From an optimization exercise on the open Yosys and OpenROAD flow, aimed at small area and a short achievable clock period; shortcuts taken in it are not production practice.
In this exercise RTL edits were held to simulation tests only and were not proved equivalent to the original.
No activity file was given, so power comes from the tool's default toggle rates.

==> module reparam_core, before the edit <==
module reparam_core (
    input  wire        clk,
    input  wire        reset,
    input  wire        in_valid,
    input  wire [15:0] in_mean,
    input  wire [15:0] in_var,
    input  wire [15:0] eps_raw,
    input  wire        noise_en,
    output logic       step,         
    output logic       out_valid,
    output logic [15:0] out_lambda
);
    localparam int EPS_SHIFT = 5;    
    logic [6:1] vq;
    always_ff @(posedge clk) begin
        if (reset) begin
            vq        <= '0;
            out_valid <= 1'b0;
        end else begin
            vq        <= {vq[5:1], in_valid};
            out_valid <= vq[6];
        end
    end
    assign step = vq[1];
    logic [14:0] p0;
    logic [6:0]  bm0;
    logic        neg0, ci0;
    softplus_pre i_sp_pre (.x(in_var), .p(p0), .bm(bm0), .neg(neg0), .ci(ci0));
    logic [14:0] p1;
    logic [6:0]  bm1;
    logic        neg1, ci1;
    logic [15:0] m1;
    always_ff @(posedge clk) begin
        p1   <= p0;
        bm1  <= bm0;
        neg1 <= neg0;
        ci1  <= ci0;
        m1   <= in_mean;
    end
    logic [10:0] sp_lo;
    logic [14:0] sp1;
    softplus_post i_sp_post (.p(p1), .bm(bm1), .neg(neg1), .ci(ci1), .sp_lo(sp_lo));
    assign sp1 = {p1[14:11], sp_lo};
    logic [23:0] rad1;
    assign rad1 = {1'b0, sp1, 8'd0};
    logic [13:0] r_c1 [0:4];
    logic [11:0] q_c1 [0:4];
    assign r_c1[0] = '0;
    assign q_c1[0] = '0;
    for (genvar k = 0; k < 4; k++) begin : g_c1
        sqrt_step #(.K(k)) i_st (.r_in(r_c1[k]), .qn_in(q_c1[k]), .pair(rad1[23-2*k -: 2]),
                                 .r_out(r_c1[k+1]), .qn_out(q_c1[k+1]));
    end
    logic [4:0]  r2;
    logic [3:0]  q2;
    logic [7:0]  sp2;
    logic [15:0] m2;
    always_ff @(posedge clk) begin
        r2  <= r_c1[4][4:0];
        q2  <= q_c1[4][3:0];
        sp2 <= sp1[7:0];
        m2  <= m1;
    end
    logic [13:0] r_c2 [4:6];
    logic [11:0] q_c2 [4:6];
    assign r_c2[4] = 14'(r2);
    assign q_c2[4] = 12'(q2);
    for (genvar k = 4; k < 6; k++) begin : g_c2
        sqrt_step #(.K(k)) i_st (.r_in(r_c2[k]), .qn_in(q_c2[k]), .pair(sp2[15-2*k -: 2]),
                                 .r_out(r_c2[k+1]), .qn_out(q_c2[k+1]));
    end
    logic [6:0]         r3;
    logic [5:0]         q3;
    logic [3:0]         sp3;
    logic [15:0]        m3;
    logic signed [10:0] e3;
    always_ff @(posedge clk) begin
        r3  <= r_c2[6][6:0];
        q3  <= q_c2[6][5:0];
        sp3 <= sp2[3:0];
        m3  <= m2;
        e3  <= noise_en ? eps_raw[15:EPS_SHIFT] : 11'd0;
    end
    logic [13:0] r_c3 [6:8];
    logic [11:0] q_c3 [6:8];
    assign r_c3[6] = 14'(r3);
    assign q_c3[6] = 12'(q3);
    for (genvar k = 6; k < 8; k++) begin : g_c3
        sqrt_step #(.K(k)) i_st (.r_in(r_c3[k]), .qn_in(q_c3[k]), .pair(sp3[15-2*k -: 2]),
                                 .r_out(r_c3[k+1]), .qn_out(q_c3[k+1]));
    end
    logic [8:0]         r4;
    logic [7:0]         q4;
    logic [15:0]        m4;
    logic signed [10:0] e4;
    always_ff @(posedge clk) begin
        r4 <= r_c3[8][8:0];
        q4 <= q_c3[8][7:0];
        m4 <= m3;
        e4 <= e3;
    end
    logic [13:0] r_c4 [8:10];
    logic [11:0] q_c4 [8:10];
    assign r_c4[8] = 14'(r4);
    assign q_c4[8] = 12'(q4);
    for (genvar k = 8; k < 10; k++) begin : g_c4
        sqrt_step #(.K(k)) i_st (.r_in(r_c4[k]), .qn_in(q_c4[k]), .pair(2'b00),
                                 .r_out(r_c4[k+1]), .qn_out(q_c4[k+1]));
    end
    logic [10:0]        r5;
    logic [9:0]         q5;
    logic [15:0]        m5;
    logic signed [10:0] e5;
    always_ff @(posedge clk) begin
        r5 <= r_c4[10][10:0];
        q5 <= q_c4[10][9:0];
        m5 <= m4;
        e5 <= e4;
    end
    logic [13:0] r_c5 [10:12];
    logic [11:0] q_c5 [10:12];
    assign r_c5[10] = 14'(r5);
    assign q_c5[10] = 12'(q5);
    for (genvar k = 10; k < 12; k++) begin : g_c5
        sqrt_step #(.K(k)) i_st (.r_in(r_c5[k]), .qn_in(q_c5[k]), .pair(2'b00),
                                 .r_out(r_c5[k+1]), .qn_out(q_c5[k+1]));
    end
    logic [24:0] ca5, cb5;
    mac_hi i_mac_hi (.q(~q5), .e(e5), .m(m5), .ca(ca5), .cb(cb5));
    logic [1:0]         s6;
    logic [24:0]        ca6, cb6;
    logic signed [10:0] e6;
    always_ff @(posedge clk) begin
        s6  <= ~q_c5[12][1:0];
        ca6 <= ca5;
        cb6 <= cb5;
        e6  <= e5;
    end
    logic [24:0] acc6;
    logic [16:0] sum;
    mac_lo i_mac_lo (.ca(ca6), .cb(cb6), .s(s6), .e(e6), .t(acc6));
    assign sum = acc6[24:8];
    always_ff @(posedge clk) begin
        if (sum[16] != sum[15]) begin
            out_lambda <= {sum[16], {15{~sum[16]}}};
        end else begin
            out_lambda <= sum[15:0];
        end
    end
endmodule
clock: 8.0 ns
lec_check: 0
abc_area: 1
abc_clock_period_in_ps: 3600
cap_margin: 20
core_margin: 2
core_utilization: 75
cts_buf_list: sky130_fd_sc_hd__clkbuf_8
cts_cluster_diameter: 74
cts_cluster_size: 15
place_density: 0.82
setup_slack_margin: 4.42
slew_margin: 20
standard.sh (not shown) runs the stock make flow with config.mk's settings and CLKGATE_MAP_FILE= SYNTH_SCRIPT=/design/flow/synth_recipe.tcl, a recipe that flattens the netlist after the stock synthesis.
==> flow/flow/run.sh <==
#!/bin/bash
# The standard layout, with each port buffered by the smallest buffer
# cell (sky130_fd_sc_hd__buf_1) instead of the one buffer_ports picks.
# Everything else, synthesis included, is standard.sh unchanged.
set -euo pipefail
export BUFFER_PORTS_ARGS="-buffer_cell sky130_fd_sc_hd__buf_1"
bash standard.sh synth > synth.log 2>&1
bash standard.sh > layout.log 2>&1
The baseline finished with timing, DRC and antenna clean.
Change:
--- a/flow/design.v
+++ b/flow/design.v
@@ -381,17 +381,15 @@
     end
     logic [24:0] acc6;
     logic [16:0] sum;
     mac_lo i_mac_lo (.ca(ca6), .cb(cb6), .s(s6), .e(e6), .t(acc6));
     assign sum = acc6[24:8];
+    logic [16:0] sum_q;
     always_ff @(posedge clk) begin
-        if (sum[16] != sum[15]) begin
-            out_lambda <= {sum[16], {15{~sum[16]}}};
-        end else begin
-            out_lambda <= sum[15:0];
-        end
+        sum_q <= sum;
     end
+    assign out_lambda = (sum_q[16] != sum_q[15]) ? {sum_q[16], {15{~sum_q[16]}}} : sum_q[15:0];
 endmodule
 `default_nettype none
 module mac_hi (
     input  wire [9:0]   q,      
     input  wire [10:0]  e,      
What happened: Cell area shrinks slightly. Area after synthesis went down slightly. Cell count drops by a few percent. First-iteration DRC count came out lower by a few percent. Wire length falls by a few percent. Critical path depth is unchanged. Combinational power hardly moves. Non-clock buffer count shrinks by 13. Clock skew increases by 0.012 ns.

-- afterwards: timing with drivers on the ports --
In the flow no input, the clock included, has a driving cell. The finished layouts below were timed again as built, in two steps.
Step 1, drivers: a clkbuf_16 drives clk and a buf_2 each remaining input, both assumed.
Step 2 also shifts input and output timing later by t, the mid clock arrival at the registers, as if the neighbouring blocks saw the same clock.
Slacks: no drivers / after step 1 / after step 2; pairs: no drivers / after step 1.
| run | t (ns) | setup slack, ns | hold slack, ns | clock arrival spread, ns | worst data-port slew with drivers (ns) |
|---|---|---|---|---|---|
| the first run | 0.665 | 4.392 / 4.360 / 4.026 | 0.299 / 0.299 / 0.299 | 0.047 / 0.047 | 0.08 |
| the second run | 0.658 | 4.397 / 4.358 / 3.999 | 0.301 / 0.301 / 0.301 | 0.055 / 0.054 | 0.07 |
After both steps setup and hold are still met in every run listed. For the second run, which loses most, drivers alone change the setup slack by -0.039 ns; drivers and shift together by -0.398 ns.
